This design comes from an exercise in tuning for small area, a short achievable clock period and few clock cycles per item on the open sky130 flow, not from production work. Only simulation tests tie the RTL to the original design; equivalence was not proved. No activity file was given, so power comes from the tool's default toggle rates.

==> flow/design.v <==
package fkd_pkg;
  localparam int TIME_BITS_DEF = 32;
  localparam int NUM_KEYS      = 4;
  localparam int NOW_W         = 32;
  localparam int MS_W          = 16;
  localparam int CFG_IDX_W     = 2;
  localparam int EV_W          = 3;
  localparam logic [MS_W-1:0] DEBOUNCE_RST = 16'd30;
  localparam logic [MS_W-1:0] LONG_RST     = 16'd1200;
  localparam logic [CFG_IDX_W-1:0] CFG_DEBOUNCE = 2'd0;
  localparam logic [CFG_IDX_W-1:0] CFG_LONG     = 2'd1;
  localparam logic OP_TICK  = 1'b0;
  localparam logic OP_FETCH = 1'b1;
  typedef enum logic [EV_W-1:0] {
    EV_NONE       = 3'd0,
    EV_FUNC_SHORT = 3'd1,
    EV_FUNC_LONG  = 3'd2,
    EV_PLUS       = 3'd3,
    EV_MINUS      = 3'd4,
    EV_OK         = 3'd5
  } ev_t;
  typedef struct packed {
    logic stable_nxt;
    logic rise;
    logic fall;
  } lane_st_t;
  typedef struct packed {
    logic [EV_W-1:0]     event_code;
    logic [NUM_KEYS-1:0] stable_keys;
  } res_t;
endpackage
import fkd_pkg::*;
module fkd_lane #(
  parameter int TIME_BITS = fkd_pkg::TIME_BITS_DEF
) (
  input  logic                      clk,
  input  logic                      rst_n,
  input  logic                      tick,
  input  logic [TIME_BITS-1:0]      now,
  input  logic                      lvl,
  input  logic [fkd_pkg::MS_W-1:0]  debounce_ms,
  output fkd_pkg::lane_st_t         st
);
  logic                 last_r, last_nxt;
  logic                 stable_r, stable_nxt;
  logic [TIME_BITS-1:0] change_r, change_nxt;
  logic [TIME_BITS-1:0] held;
  logic                 accept;
  always_comb begin
    last_nxt   = last_r;
    change_nxt = change_r;
    if (tick && (lvl != last_r)) begin
      last_nxt   = lvl;
      change_nxt = now;
    end
    held       = now - change_nxt;
    accept     = tick && (lvl != stable_r) && (held >= TIME_BITS'(debounce_ms));
    stable_nxt = accept ? lvl : stable_r;
  end
  assign st.stable_nxt = stable_nxt;
  assign st.rise       = accept && lvl;
  assign st.fall       = accept && !lvl;
  always_ff @(posedge clk) begin
    if (!rst_n) begin
      last_r   <= 1'b0;
      stable_r <= 1'b0;
      change_r <= '0;
    end else begin
      last_r   <= last_nxt;
      stable_r <= stable_nxt;
      change_r <= change_nxt;
    end
  end
endmodule
import fkd_pkg::*;
module fkd_merge #(
  parameter int TIME_BITS = fkd_pkg::TIME_BITS_DEF
) (
  input  logic                                      clk,
  input  logic                                      rst_n,
  input  logic                                      tick,
  input  logic                                      fetch,
  input  logic [TIME_BITS-1:0]                      now,
  input  logic [fkd_pkg::MS_W-1:0]                  long_ms,
  input  logic [fkd_pkg::NUM_KEYS-1:0]              st_stable_nxt,
  input  logic [fkd_pkg::NUM_KEYS-1:0]              st_rise,
  input  logic [fkd_pkg::NUM_KEYS-1:0]              st_fall,
  output logic [fkd_pkg::EV_W-1:0]                  event_code
);
  fkd_pkg::ev_t         slot_r, slot_nxt;
  logic [TIME_BITS-1:0] press_r, press_nxt;
  logic                 sent_r, sent_nxt;
  logic                 sent_mid;
  logic                 long_hit;
  always_comb begin
    slot_nxt  = slot_r;
    press_nxt = press_r;
    sent_nxt  = sent_r;
    sent_mid  = st_rise[0] ? 1'b0 : sent_r;
    press_nxt = (tick && st_rise[0]) ? now : press_r;
    long_hit  = st_stable_nxt[0] && !sent_mid &&
                ((now - press_nxt) >= TIME_BITS'(long_ms));
    event_code = EV_NONE;
    if (fetch) begin
      event_code = slot_r;
      slot_nxt   = EV_NONE;
    end else if (tick) begin
      sent_nxt = sent_mid;
      if (slot_r == EV_NONE) begin
        priority if (st_fall[0] && !sent_r) begin
          slot_nxt = EV_FUNC_SHORT;
        end else if (long_hit) begin
          slot_nxt = EV_FUNC_LONG;
          sent_nxt = 1'b1;
        end else if (st_fall[1]) begin
          slot_nxt = EV_PLUS;
        end else if (st_fall[2]) begin
          slot_nxt = EV_MINUS;
        end else if (st_fall[3]) begin
          slot_nxt = EV_OK;
        end else begin
          slot_nxt = EV_NONE;
        end
      end
    end
  end
  always_ff @(posedge clk) begin
    if (!rst_n) begin
      slot_r  <= EV_NONE;
      press_r <= '0;
      sent_r  <= 1'b0;
    end else begin
      slot_r  <= slot_nxt;
      press_r <= press_nxt;
      sent_r  <= sent_nxt;
    end
  end
endmodule
import fkd_pkg::*;
module four_key_debounce_long_press_events #(
  parameter int TIME_BITS = fkd_pkg::TIME_BITS_DEF
) (
  input  logic                         clk,
  input  logic                         rst_n,
  input  logic                         in_valid,
  output logic                         in_ready,
  input  logic                         in_operation,
  input  logic [fkd_pkg::NOW_W-1:0]    in_now_time,
  input  logic [fkd_pkg::NUM_KEYS-1:0] in_raw_pressed,
  output logic                         out_valid,
  input  logic                         out_ready,
  output logic [fkd_pkg::EV_W-1:0]     out_event_code,
  output logic [fkd_pkg::NUM_KEYS-1:0] out_stable_keys,
  input  logic                         cfg_valid,
  output logic                         cfg_ready,
  input  logic [fkd_pkg::CFG_IDX_W-1:0] cfg_index,
  input  logic [fkd_pkg::MS_W-1:0]     cfg_data
);
  logic [MS_W-1:0]      debounce_r, long_r;
  logic                 accept, tick, fetch;
  logic [TIME_BITS-1:0] now;
  logic [NUM_KEYS-1:0]  st_rise, st_fall;
  logic [NUM_KEYS-1:0]  stable_all;
  logic [EV_W-1:0]      code;
  fkd_pkg::res_t        res;
  fkd_pkg::res_t        main_r, skid_r;
  logic                 main_v_r, skid_v_r;
  logic                 pop;
  assign cfg_ready = 1'b1;
  always_ff @(posedge clk) begin
    if (!rst_n) begin
      debounce_r <= DEBOUNCE_RST;
      long_r     <= LONG_RST;
    end else if (cfg_valid) begin
      if (cfg_index == CFG_DEBOUNCE) debounce_r <= cfg_data;
      if (cfg_index == CFG_LONG)     long_r     <= cfg_data;
    end
  end
  assign in_ready = !skid_v_r;
  assign accept      = in_valid && in_ready;
  assign tick        = accept && (in_operation == OP_TICK);
  assign fetch       = accept && (in_operation == OP_FETCH);
  assign now         = TIME_BITS'(in_now_time);
  for (genvar k = 0; k < NUM_KEYS; k++) begin : g_lane
    fkd_pkg::lane_st_t st;
    fkd_lane #(.TIME_BITS(TIME_BITS)) u_lane (
      .clk         (clk),
      .rst_n       (rst_n),
      .tick        (tick),
      .now         (now),
      .lvl         (in_raw_pressed[k]),
      .debounce_ms (debounce_r),
      .st          (st)
    );
    assign stable_all[k] = st.stable_nxt;
    assign st_rise[k]    = st.rise;
    assign st_fall[k]    = st.fall;
  end
  fkd_merge #(.TIME_BITS(TIME_BITS)) u_merge (
    .clk        (clk),
    .rst_n      (rst_n),
    .tick       (tick),
    .fetch      (fetch),
    .now        (now),
    .long_ms    (long_r),
    .st_stable_nxt (stable_all),
    .st_rise       (st_rise),
    .st_fall       (st_fall),
    .event_code (code)
  );
  assign res.event_code  = code;
  assign res.stable_keys = stable_all;
  assign pop = main_v_r && out_ready;
  always_ff @(posedge clk) begin
    if (!rst_n) begin
      main_v_r <= 1'b0;
      skid_v_r <= 1'b0;
    end else begin
      if (!main_v_r) begin
        main_v_r <= accept;
      end else if (pop) begin
        main_v_r <= skid_v_r || accept;
        skid_v_r <= 1'b0;
      end else if (accept) begin
        skid_v_r <= 1'b1;
      end
    end
  end
  always_ff @(posedge clk) begin
    if (!main_v_r || (pop && !skid_v_r)) begin
      main_r <= res;
    end else if (pop) begin
      main_r <= skid_r;
    end
    if (main_v_r && !pop && accept) begin
      skid_r <= res;
    end
  end
  assign out_valid       = main_v_r;
  assign out_event_code  = main_r.event_code;
  assign out_stable_keys = main_r.stable_keys;
endmodule
==> flow/run.sh <==
#!/bin/bash
# synth_recipe.tcl (not shown) runs the flow's synth.tcl, then flattens the netlist and writes it again
# the make line also repeats each setting of config.mk as NAME=value (left out here)
make -C /OpenROAD-flow-scripts/flow DESIGN_CONFIG=/design/flow/config.mk WORK_HOME=/design/flow/orfs CLKGATE_MAP_FILE= SYNTH_SCRIPT=/design/flow/synth_recipe.tcl finish
==> flow/config.mk <==
export PLATFORM = sky130hd
export DESIGN_NAME = four_key_debounce_long_press_events
export DESIGN_NICKNAME = four_key_debounce_long_press_events
export VERILOG_FILES = /design/flow/design.v
export SDC_FILE = /design/flow/constraint.sdc
export NUM_CORES = 4
export LEC_CHECK = 0
export CAP_MARGIN = 20
export CORE_MARGIN = 2
export CORE_UTILIZATION = 40
export SLEW_MARGIN = 20
==> flow/constraint.sdc <==
create_clock -name core_clock -period 13.0 [get_ports {clk}]
set_input_delay 2.6000 -clock core_clock [delete_from_list [all_inputs] [get_ports {clk}]]
set_output_delay 2.6000 -clock core_clock [all_outputs]
set_load 0.01 [all_outputs]
==> summary.txt <==
per-stage QoR:
step / power [mW] / hold WS, ps
floorplan: 1.29 / 443
global placement: 1.50 / 454
detailed placement: 1.51 / 460
CTS: 2.36 / 468
global route: 2.49 / 495
finish: 2.35 / 466
registers in the layout (all words and copies together) (netlist names):
register	count
debounce_r	16
g_lane.u_lane.last_r	4
long_r	16
g_lane.u_lane.change_r	128
skid_r	7
u_merge.press_r	32
skid_v_r	1
u_merge.sent_r	1
main_r	7
u_merge.slot_r	3
g_lane.u_lane.stable_r	4
main_v_r	1
layout make-up:
class	count	area share [%]
sequential	220	21.1
timing repair buffer	153	6.17
clock buffer	34	3.51
inverter	110	1.92
multi-input combinational	1894	62.7
tap	607	3.53
clock inverter	17	1.02
worst paths after layout:
kind / to / from
min: debounce_r[11] / debounce_r[11]
max reg2reg: u_merge.slot_r[0] / g_lane[0].u_lane.last_r
max: u_merge.slot_r[0] / in_valid
min reg2reg: debounce_r[11] / debounce_r[11]
cell families (layout without fill, tap and decap cells):
family	count (synthesis)	in the layout	share of synthesized area, %
buffers and inverters	202	314	4.15
muxes	139	139	7.58
other	1	1	0.0201
adders and majority gates	235	235	15.8
and+or+nand+nor	779	779	21.2
xor gates and xnor gates	125	125	5.87
DFF	220	220	24.4
AOI/OAI and AO/OA	615	615	21.0
critical path: cells and delay by family:
kind | cells | cell delay, ps
and+or+nand+nor | 17 | 3170
xor gates and xnor gates | 2 | 340
AOI/OAI and AO/OA | 23 | 3970
buffers and inverters | 2 | 620
muxes | 2 | 490
adders and majority gates | 6 | 1590
metal layers:
layer	global-route usage, %	vias up	wire length [um]
met5	0	-	0
met2	38.7	340	25800
li1	-	8421	-
met1	29.7	7913	25900
met4	7.83	0	2010
met3	3.20	96	2430
Yosys cell counts (all sizes together), types with 9 or more instances:
cell type / number / share of area [%]
a2111oi: 10 / 0.50
dfxtp: 206 / 22
ha: 222 / 15
o2111ai: 9 / 0.42
and2: 18 / 0.60
nand4: 24 / 0.80
inv: 110 / 2.2
nor2: 176 / 3.6
clkbuf: 79 / 1.6
a211oi: 13 / 0.55
nand2b: 43 / 1.4
o21bai: 19 / 0.76
and3: 11 / 0.37
nor3: 26 / 0.70
o22ai: 11 / 0.37
nor2b: 179 / 6.0
a21oi: 192 / 5.2
o21a: 29 / 1.2
nand3: 35 / 0.94
buf: 13 / 0.34
edfxtp: 14 / 2.3
xnor2: 75 / 3.5
a21o: 59 / 2.4
o21ai: 124 / 3.3
mux2i: 131 / 7.1
xor2: 50 / 2.3
maj3: 9 / 0.49
o211ai: 15 / 0.60
a21boi: 50 / 2.0
nand2: 205 / 4.1
a31oi: 22 / 0.74
power by group through the flow:
| stage | sequential [mW] | clock [mW] | combinational [mW] |
|---|---|---|---|
| global placement | 0.734 | 0 | 0.769 |
| finish | 0.721 | 0.834 | 0.797 |
| floorplan | 0.733 | 0 | 0.554 |
| global route | 0.723 | 0.878 | 0.886 |
| CTS | 0.721 | 0.855 | 0.785 |
| detailed placement | 0.735 | 0 | 0.779 |
repair_timing:
| action | 4_1_cts | 5_1_grt |
|---|---|---|
| resized for setup | 0 | 29 |
| setup buffers | 0 | 0 |
| setup endpoints to repair | 0 | 4 |
==> summary.txt <==
The synthesized flop and latch total is 220. The async set-reset flop share out of synthesis works out to 0%. In the layout the commonest cells are sky130_fd_sc_hd__ha_1, sky130_fd_sc_hd__dfxtp_1, sky130_fd_sc_hd__nand2_1, sky130_fd_sc_hd__a21oi_1, sky130_fd_sc_hd__nor2b_1.

In this run, the clock network consumes 35.5% of the power. In this run the tool buffered the top-level ports with 68 buffer cells. The flow ran to the end and the layout has no timing, DRC or antenna violations. The initial antenna violation count is 0, and the number of cells on the worst reg-to-reg path is 51. Compared with the post-synthesis result, the final layout area differs by 15.4%. Counting every net in the synthesized netlist gives 2602. The die covers 48400 sq um.

In the synthesized netlist the dominant register cell turns out to be sky130_fd_sc_hd__dfxtp_1. Counting instances, the worst hold path has a depth of 2. The finished cells cover 21500 sq um. The floorplan has 79 rows. For the worst setup path, the data required time is 13500 ps. The count of endpoints failing hold in the final timing report came out at 0. The overall die height works out to 220 um.

The clock passes through at most 3 buffers. For the summed instance area of the synthesized netlist, the log shows 18700 sq um. Across the run, the number of max-cap violations was 0.

Of the cells placed in the final design, the portion with a size suffix greater than 1 is 7.78%. Leaving out fill and tap cells, the most frequent cell in the layout is sky130_fd_sc_hd__ha_1. The logs give 16189 for the number of global-route vias before repair and 0 for the max-slew violation total from the final report. For this design the total switching power over the nets is 0.790 mW.

The worst-case IR drop observed on VDD is 0.113 mV. Based on the critical path, the design can be clocked at up to 0.0813 GHz. The kind of path behind the tightest hold check is reg2reg. The root buffer cell chosen for the clock tree is sky130_fd_sc_hd__clkbuf_16. The slowest stage of the critical path belongs to the cell sky130_fd_sc_hd__or4b_4.

In this design, the stage delay of the slowest critical-path cell is 570 ps. Dividing the detail-routed wire length by the instance count gives 18.5 um. In this run, post-CTS hold repair placed 0 buffers.

The tools report the number of clock sinks as 220. Of the available clock period, the critical path in the final layout requires 94.7%. The proportion of total power due to net switching was 33.6%. The biggest fanout along the worst timing path was 8; the cell count after placement was 2984. Global routing finished with a remaining overflow of 0.

The synthesized area divided by synthesized cell count was 8.05 sq um. STA classifies the critical path startpoint as an input pin. The first global-routing pass estimated 87300 um of wire. For this run, the total global-route usage over all layers was measured as 22.9%.

The number of inserted diodes is 0. In this run, synthesis inferred 14 flip-flops with an integrated enable. The later pin in the worst-skew pair is clocked with a latency of 570 ps. In this run the tightest slew margin relative to its limit is 45.7%. In this run the power density over the cells is 109 nW/um^2.

The detail route stage leaves a number of antenna-violating nets equal to 0. For the total length of routed wires, the log shows 56200 um. The clock-pin transition on the worst setup and hold timing paths came out at 60 ps. The H-tree depth reported by CTS came out at 1. For the cell area reported after detailed placement, the log shows 20400 sq um.

The count of routing violations after the opening detailed-route iteration was 942; the gate count after technology mapping was 2316. The utilization after layout is 46.5%, and the largest net degree at the start of global routing is 72. The run gives 0 as the final setup violation count. For this configuration, the core starts out at a cell density of 40.3%. Across all register-to-register paths, the minimum setup slack is 2880 ps. After filler insertion, the fill cell instance count of the layout stands at 4595. The worst setup path is of the in2reg kind.

For the final worst-path setup slack, the log shows 693 ps. Setup repair after global routing left no endpoint under its margin. The actual transition at the worst max-transition pin came out at 807 ps.

The post-route DRC violation count was 0. The final layout net count is 2693. Counting the buffers created by CTS gives 28. In this run the static leakage power is 9.04 nW.

The horizontal die dimension is 220 um, and the worst-case setup slack after placement is -58.4 ps. The share of total power dissipated in combinational logic is 33.9%. The final critical delay including setup and external delays is 12310 ps.

The region available for standard cell placement spans 46300 sq um. The placer's final routability congestion estimate was 0.920. The Yosys step of the flow raised 3 warnings. The number of cells in the finished layout apart from fillers is 3035.

TritonCTS built the clock tree. The count of boundary I/O pins was 70. Half-perimeter wire length after detailed placement: 43300 um. The combined area of the multi-input logic cells was 13500 sq um. The tools report the nature of the critical path endpoint as a flop. The sequential cells in the finished layout cover a total of 4540 sq um. The per-cell via count in the routed design is 5.53.

Summed over all failing endpoints, the final setup total negative slack is 0 ps. Per report_power, the sequential group accounts for 30.6% of the total. The number of vias after detailed routing was 16770. The internal power was 1.56 mW.

The critical path data arrival time was 12810 ps. For the number of distinct library cells after synthesis, the log shows 86. Between clock sinks in the finished design, the worst skew comes to 11.3 ps.

After synthesis, flip-flops and latches occupy 24.4% of the total area. Before antenna repair, the detailed router went through 5 iterations.
Testbench counts, summed over its fixed seeds: cycles 32,008, items 32,000.

## separate check: timing with driven ports
The results above use ideal ports. As a check the final layout listed here was re-extracted and re-timed, cells and wires unchanged.
Step 1 assumes that a clkbuf_16 drives the clock port and a buf_2 every other input.
Step 2 moves the port delays by t, midway between the first and last clock arrival at a register: inputs arrive t later, outputs are due t later. That takes back most of the time a late clock gives input paths.
Slacks: no drivers / after step 1 / after step 2; pairs: no drivers / after step 1.
t (ns): 0.620
setup WS [ns]: 0.693 / 0.724 / 0.104
hold WS [ns]: 0.466 / 0.466 / 0.466
worst setup path at the end: input to register
clock arrival spread, ns: 0.012 / 0.012
After both steps this run still meets setup and hold. For this run, drivers alone change the setup slack by +0.031 ns; drivers and shift together by -0.589 ns.
